Background: an optimization exercise with open tools, aiming at small area, a short achievable clock period and few clock cycles per item. Do not read the settings as production practice.
Function was checked by simulation only, so behaviour that the tests miss may differ from the original.

==> flow/design.v (outline; a module is shown in full before it is edited, if it fits) <==
// module pipelined_array_mult: 13296 lines
// module pam_fa: 10 lines
// module pam_ha: 9 lines
module pipelined_array_mult #(
  parameter int WIDTH  = 64,
  parameter int TAG_W  = 4
) (
  input  logic               clk,
  input  logic               rst,
  input  logic               in_valid,
  output logic               in_ready,
  input  logic               in_signed,
  input  logic [WIDTH-1:0]   A,
  input  logic [WIDTH-1:0]   B,
  input  logic [TAG_W-1:0]   in_tag,
  output logic               out_valid,
  input  logic               out_ready,
  output logic [2*WIDTH-1:0] out,
  output logic               out_signed,
  output logic [TAG_W-1:0]   out_tag
);
  // ...
==> flow/flow/run.sh <==
#!/bin/bash
# Own flow: the standard ORFS layout (standard.sh) with these changes:
# - repair_timing aims for a path delay well below the 13 ns clock (setup slack
#   margin), so that the achieved period improves; the SDC is the standard one;
# - ports are buffered with buf_2 instead of the default (a delay cell);
# - CTS inserts no dummy loads, and may use smaller clock buffers;
# - global placement weights the timing-critical nets more.
set -euo pipefail
export SETUP_SLACK_MARGIN=8.7
export BUFFER_PORTS_ARGS="-buffer_cell sky130_fd_sc_hd__buf_2"
export CTS_ARGS="-sink_clustering_enable -repair_clock_nets -dont_use_dummy_load -buf_list {sky130_fd_sc_hd__clkbuf_4 sky130_fd_sc_hd__clkbuf_8 sky130_fd_sc_hd__clkbuf_16} -sink_clustering_size 24 -sink_clustering_max_diameter 120"
export GLOBAL_PLACEMENT_ARGS="-timing_driven_net_weight_max 5 -timing_driven_nets_percentage 20"
bash standard.sh > standard.log 2>&1
==> flow/standard.sh <==
#!/bin/bash
# synth_recipe.tcl (not shown) runs the flow's synth.tcl, then flattens the netlist and writes it again
# the make line also repeats each setting of config.mk as NAME=value (left out here)
make -C /OpenROAD-flow-scripts/flow DESIGN_CONFIG=/design/flow/config.mk WORK_HOME=/design/flow/orfs CLKGATE_MAP_FILE= SYNTH_SCRIPT=/design/flow/synth_recipe.tcl "${@:-finish}"
==> flow/config.mk <==
export PLATFORM = sky130hd
export DESIGN_NAME = pipelined_array_mult
export DESIGN_NICKNAME = pipelined_array_mult
export VERILOG_FILES = /design/flow/design.v
export SDC_FILE = /design/flow/constraint.sdc
export NUM_CORES = 8
export LEC_CHECK = 0
export ABC_AREA = 1
export CAP_MARGIN = 20
export CORE_MARGIN = 2
export CORE_UTILIZATION = 45
export SLEW_MARGIN = 20
export SYNTH_HIERARCHICAL = 1
==> flow/constraint.sdc <==
create_clock -name core_clock -period 13.0 [get_ports {clk}]
set_input_delay 2.6000 -clock core_clock [delete_from_list [all_inputs] [get_ports {clk}]]
set_output_delay 2.6000 -clock core_clock [all_outputs]
set_load 0.01 [all_outputs]
==> results_tabular.tex, run 1 <==
\begin{tabular}{lr}
\hline
Metric & Value \\
\hline
\multicolumn{2}{l}{\textbf{Setup path}} \\
\quad Kind of start point of the critical path & flip-flop \\
\quad List of cells traversed by the critical path & clkinv\_8 > buf\_16 > o22ai\_1 > xor2\_1 > fa\_1 > fa\_1 > fa\_1 > fa\_1 > fa\_1 \\
\quad Setup slack on the worst flop-to-flop path & 8550 ps \\
\multicolumn{2}{l}{\textbf{Floorplan}} \\
\quad Effective utilization at floorplan & 45.1\% \\
\quad Area of the die & 0.255 sq mm \\
\multicolumn{2}{l}{\textbf{Hold path}} \\
\quad Worst hold start & r1\_tag[1] \\
\quad Hold Path Stages & 0 \\
\quad Hold/Removal Path Class & flip-flop to flip-flop \\
\multicolumn{2}{l}{\textbf{Synth}} \\
\quad Register bit count reported by yosys & 987 \\
\quad Most frequent cell after synthesis & sky130\_fd\_sc\_hd\_\_xor2\_1 \\
\quad Share of flip-flops with an asynchronous set or reset & 0.709\% \\
\quad Most frequently used flop master after synthesis & sky130\_fd\_sc\_hd\_\_dfxtp\_1 \\
\multicolumn{2}{l}{\textbf{Status}} \\
\quad Run status & timing/DRC/antenna clean \\
\multicolumn{2}{l}{\textbf{Finish}} \\
\quad Non-filler cells in the finished layout & 13900 \\
\quad Register share of the cell area & 19.6\% \\
\quad Register Area & 0.0241 sq mm \\
\quad Number of fill cells & 22500 \\
\quad Number of multi-input logic gates & 8440 \\
\quad Portion of the layout cell area used by clock cells & 1.10\% \\
\quad Count of non-CTS inverters in the layout & 459 \\
\quad Synthesis-to-layout area growth & 8.97\% \\
\multicolumn{2}{l}{\textbf{GRT}} \\
\quad Global route overflow & 0 \\
\quad Antenna violations before repair & 24 \\
\multicolumn{2}{l}{\textbf{Place}} \\
\quad Worst-case setup slack after placement & 7800 ps \\
\quad Area of placed instances & 0.116 sq mm \\
\multicolumn{2}{l}{\textbf{STA}} \\
\quad Max Clk Rate & 225 MHz \\
\quad Count of endpoints failing hold in the final timing report & 0 \\
\multicolumn{2}{l}{\textbf{Clocking}} \\
\quad H-Tree Level Count & 2 \\
\quad Number of buffers inserted to repair setup after CTS & 16 \\
\multicolumn{2}{l}{\textbf{Drt}} \\
\quad Total wire length after detailed routing & 538 mm \\
\multicolumn{2}{l}{\textbf{Run}} \\
\quad Max Cap Viol & 0 \\
\hline
\end{tabular}
Testbench counts, summed over its fixed seeds: cycles 1,036, items 1,024.
==> run 2, diff against run 1 <==
==> flow/flow/run.sh (replaced) <==
#!/bin/bash
# Own flow: the standard ORFS layout (standard.sh) with these changes:
# - repair_timing aims for a path delay well below the 13 ns clock (setup slack
#   margin), so that the achieved period improves; the SDC is the standard one;
# - ports are buffered with buf_2 instead of the default (a delay cell);
# - CTS inserts no dummy loads, and may use smaller clock buffers.
set -euo pipefail
export SETUP_SLACK_MARGIN=8.5
export BUFFER_PORTS_ARGS="-buffer_cell sky130_fd_sc_hd__buf_2"
export CTS_ARGS="-sink_clustering_enable -repair_clock_nets -dont_use_dummy_load -buf_list {sky130_fd_sc_hd__clkbuf_4 sky130_fd_sc_hd__clkbuf_8 sky130_fd_sc_hd__clkbuf_16} -sink_clustering_size 24 -sink_clustering_max_diameter 120"
bash standard.sh > standard.log 2>&1
==> run 2 against run 1 <==
- cell count shrank 0.63%
- count of clock-buffer cells in the layout is the same
- worst hold slack lost 48 ps
- critical path depth shrank 1
- routed wire length shrank 4.7%
- largest cell class unchanged
==> results_tabular.tex, run 2 <==
\begin{tabular}{lr}
\hline
Metric & Value \\
\hline
\multicolumn{2}{l}{\textbf{Status}} \\
\quad Run status & timing/DRC/antenna clean \\
\multicolumn{2}{l}{\textbf{STA}} \\
\quad Count of endpoints failing hold in the final timing report & 0 (unchanged) \\
\quad Crit path time final & 4630 ps \\
\quad Final total negative setup slack & 0 ps \\
\quad Max Clk Rate & 216 MHz (-3.8\%) \\
\quad Setup repair after global routing missed its margin & true \\
\quad Number of slew-limit violations in the final report & 0 \\
\quad Post-route clock skew & 141 ps \\
\quad Worst max-slew margin expressed relative to the limit & 13.2\% \\
\quad Setup Viol. Count Final & 0 \\
\quad Final worst-path cycle share & 35.6\% \\
\quad Crit path setup slack, layout & 8370 ps \\
\quad Transition at the pin with the smallest max-transition slack & 1300 ps \\
\multicolumn{2}{l}{\textbf{Run}} \\
\quad Max Cap Viol & 0 (unchanged) \\
\multicolumn{2}{l}{\textbf{Setup path}} \\
\quad Most numerous cell on the critical path & sky130\_fd\_sc\_hd\_\_fa\_1 \\
\quad List of cells traversed by the critical path & buf\_6 > buf\_6 > xor2\_1 > fa\_1 > fa\_1 > fa\_1 > fa\_1 > fa\_1 \\
\quad Kind of start point of the critical path & flip-flop \\
\quad Critical path's largest stage delay & 590 ps \\
\quad Slowest stage cell on the critical path & sky130\_fd\_sc\_hd\_\_buf\_6 \\
\quad Worst Path Arrival & 5300 ps \\
\quad Crit path buffers/inverters & 2 \\
\quad Peak fanout along the critical path & 38 \\
\quad Path type of the worst setup path & flip-flop to flip-flop \\
\quad R2R Path Start & r1\_bn[14] \\
\quad Family with the most delay on the worst path & adder cells \\
\quad Worst Setup SP & r1\_bn[14] \\
\quad Required time reported for the critical path endpoint & 13670 ps \\
\quad CP endpoint kind & flip-flop \\
\multicolumn{2}{l}{\textbf{Clocking}} \\
\quad H-Tree Level Count & 2 (unchanged) \\
\quad Bufs on Longest Clock Path & 3 \\
\quad Clk\_lat worst skew & 820 ps \\
\quad Clock Sink Count & 987 \\
\quad TritonCTS clock tree & built \\
\quad Reg clk slew, reported paths & 110 ps \\
\quad Root Buffer Master & sky130\_fd\_sc\_hd\_\_clkbuf\_16 \\
\quad Number of buffers created by CTS & 54 \\
\multicolumn{2}{l}{\textbf{Floorplan}} \\
\quad Effective utilization at floorplan & 45.1\% (unchanged) \\
\quad Area of the die & 0.255 sq mm (unchanged) \\
\quad Chip Width & 505 microns \\
\quad Floorplan Core Area & 0.251 sq mm \\
\quad Number of rows created at floorplan & 184 \\
\quad Die Y & 505 microns \\
\quad Number of placed I/O pins & 272 \\
\multicolumn{2}{l}{\textbf{Place}} \\
\quad Half-perimeter wire length of the detailed placement result & 314 mm \\
\quad Number of placed cells counting well taps & 13700 \\
\quad Placer's final routability congestion estimate & 1.02 \\
\quad I/O Buffers & 271 \\
\quad Worst-case setup slack after placement & 7610 ps (-186 ps) \\
\multicolumn{2}{l}{\textbf{Drt}} \\
\quad Total DRC errors in the routed layout & 0 \\
\quad Total wire length after detailed routing & 512 mm (-4.7\%) \\
\quad Count of antenna-violating nets left after detailed routing & 0 \\
\quad Via total after detailed routing & 99200 \\
\quad Via density per instance & 7.18 \\
\quad Number of optimization iterations in the first detailed-route pass & 13 \\
\quad WL per Instance & 37.1 microns \\
\quad First DRT Iteration DRCs & 17700 \\
\multicolumn{2}{l}{\textbf{Synth}} \\
\quad Top cells by area in the synthesized netlist & sky130\_fd\_sc\_hd\_\_fa\_1 35\%, sky130\_fd\_sc\_hd\_\_xor2\_1 16\%, sky130\_fd\_sc\_hd\_\_edfxtp\_1 11\% \\
\quad Register bit count reported by yosys & 987 (unchanged) \\
\quad Number of enable flip-flop cells after synthesis & 433 \\
\quad Synthesized instance count & 11000 \\
\quad Sequential element share of the synthesized area & 21.3\% \\
\quad Biggest area consumer among synthesized cells & sky130\_fd\_sc\_hd\_\_fa\_1 \\
\quad Top cell type's share of synthesized area & 35.3\% \\
\quad Total of warnings raised by yosys & 7 \\
\quad Share of flip-flops with an asynchronous set or reset & 0.709\% (unchanged) \\
\quad Post-synthesis cell area & 0.113 sq mm \\
\quad Cell variety after synth & 43 \\
\quad Most frequently used flop master after synthesis & sky130\_fd\_sc\_hd\_\_dfxtp\_1 \\
\quad Per-instance average area after synthesis & 10.3 sq um \\
\quad Top cell types by occurrence after synthesis & 2120 x sky130\_fd\_sc\_hd\_\_xor2\_1, 2048 x sky130\_fd\_sc\_hd\_\_o22ai\_1, 1992 x sky130\_fd\_sc\_hd\_\_fa\_1 \\
\quad Most frequent cell after synthesis & sky130\_fd\_sc\_hd\_\_xor2\_1 \\
\multicolumn{2}{l}{\textbf{Finish}} \\
\quad Max FFs per register & 409 \\
\quad Biggest register & r2\_p \\
\quad Non-filler cells in the finished layout & 13800 (-0.63\%) \\
\quad Number of nets at the end of the flow & 12800 \\
\quad Area used by multi-input combinational logic & 0.0835 sq mm \\
\quad Synthesis-to-layout area growth & 6.33\% \\
\quad Share of layout cells above drive strength 1 & 7.59\% \\
\quad Commonest non-fill, non-tap cell in the layout & sky130\_fd\_sc\_hd\_\_xor2\_1 \\
\quad Commonest cells after routing, fill and taps aside & 2113 x sky130\_fd\_sc\_hd\_\_xor2\_1, 2048 x sky130\_fd\_sc\_hd\_\_o22ai\_1, 1986 x sky130\_fd\_sc\_hd\_\_fa\_1, 1091 x sky130\_fd\_sc\_hd\_\_nand2\_1, 545 x sky130\_fd\_sc\_hd\_\_dfxtp\_1 \\
\quad Register Area & 0.0241 sq mm (about the same) \\
\quad Number of fill cells & 22800 (+1.5\%) \\
\multicolumn{2}{l}{\textbf{GRT}} \\
\quad Largest net degree at the start of global routing & 75 \\
\quad Via count of the first global-routing pass & 102000 \\
\quad Antenna violations before repair & 20 (-17\%) \\
\quad First-pass GRT wire length & 726 mm \\
\quad Global route overflow & 0 (unchanged) \\
\quad Tot GR Track Use & 39.2\% \\
\multicolumn{2}{l}{\textbf{Hold path}} \\
\quad Worst hold start & r1\_s \\
\quad Hold/Removal Path Class & flip-flop to flip-flop \\
\hline
\end{tabular}
-- run 2: cell counts after synthesis --
Identical to the previous run, type by type.
-- run 2: metrics by stage --
stage	hold WS, ps	utilization (%)	instance area, sq um
2_1_floorplan	323	-	113000
3_3_place_gp	330	46.5	116000
3_5_place_dp	335	46.5	116000
4_1_cts	298	47.5	119000
5_1_grt	316	47.9	120000
6_report	304	48.0	120000
-- run 2: path summary, 6_finish.rpt --
kind / to / slack (ps) / cells after the start
max: r2_p[327] / 8370 / 8
min reg2reg: r2_s / 300 / 0
min in group asynchronous: ov / 1700 / 2
max reg2reg: r2_p[327] / 8370 / 8
min: r2_s / 300 / 0
max in group asynchronous: rdy / 11020 / 2
-- run 2: Yosys stat by module, one instance, submodules excluded --
| module | flops+latches | copies in the design | area, sq um |
|---|---|---|---|
| pam_fa | 0 | 1992 | 20.0 |
| pipelined_array_mult | 987 | 1 | 70600 |
| pam_ha | 0 | 205 | 12.5 |
-- run 2: area by class of cell --
| cell class | count | area share (%) |
|---|---|---|
| inverters | 452 | 1.85 |
| well taps | 3348 | 3.48 |
| clock buffers | 54 | 1.12 |
| diodes | 18 | 0.0375 |
| multi-input cells | 8440 | 69.4 |
| repair buffers | 520 | 4.01 |
| flip-flops and latches | 987 | 20.1 |
-- run 2: metal layers --
layer / vias to the layer above / global-route usage (%) / part of all wire (%)
met2: 10900 / 53.3 / 39
li1: 36000 / - / -
met3: 3733 / 21.4 / 17
met1: 48500 / 47.0 / 34
met4: 48 / 26.1 / 9.5
met5: - / 2.46 / 0.16
-- run 2: cells by family (layout without fill, tap and decap cells) --
logic type	Yosys count	count (layout)	synth area share [%]
other	1	50	0.00332
buffers and inverters	1568	1026	5.25
XOR/XNOR	2199	2199	17.0
AND/OR/NAND/NOR	1667	1667	6.06
flip-flops	987	987	21.3
AO/OA/AOI/OAI	2338	2338	12.7
adder cells (fa/ha/maj)	2204	2204	37.6
-- run 2: timing repair --
action	CTS	global route
pin swaps	4	3
hold buffers	0	0
setup buffers	9	8
gates resized for setup	296	322
cloned	1	4
setup endpoints to repair	440	292

## afterwards: timing with drivers on the ports
How much do the figures lean on ideal ports? The routed layouts below were timed once more, with nothing changed but the port constraints.
Step 1, drivers: a clkbuf_16 drives clk and a buf_2 each remaining input, both assumed.
Step 2, shift: input delay + t, output delay - t, t = (earliest + latest rising clock arrival at the registers) / 2. This alone moves slack from input paths to output paths.
Slacks: no drivers / after step 1 / after step 2; pairs: no drivers / after step 1.
run	t, ns	slack for setup (ns)	worst register clock-pin slew, ns
run 1	0.862	8.546 / 8.546 / 8.395	0.11 / 0.11
run 2	0.865	8.371 / 8.371 / 8.371	0.11 / 0.11
After both steps every run listed still meets setup and hold. For run 1, which loses most, drivers alone change the setup slack by 0.000 ns; drivers and shift together by -0.151 ns.
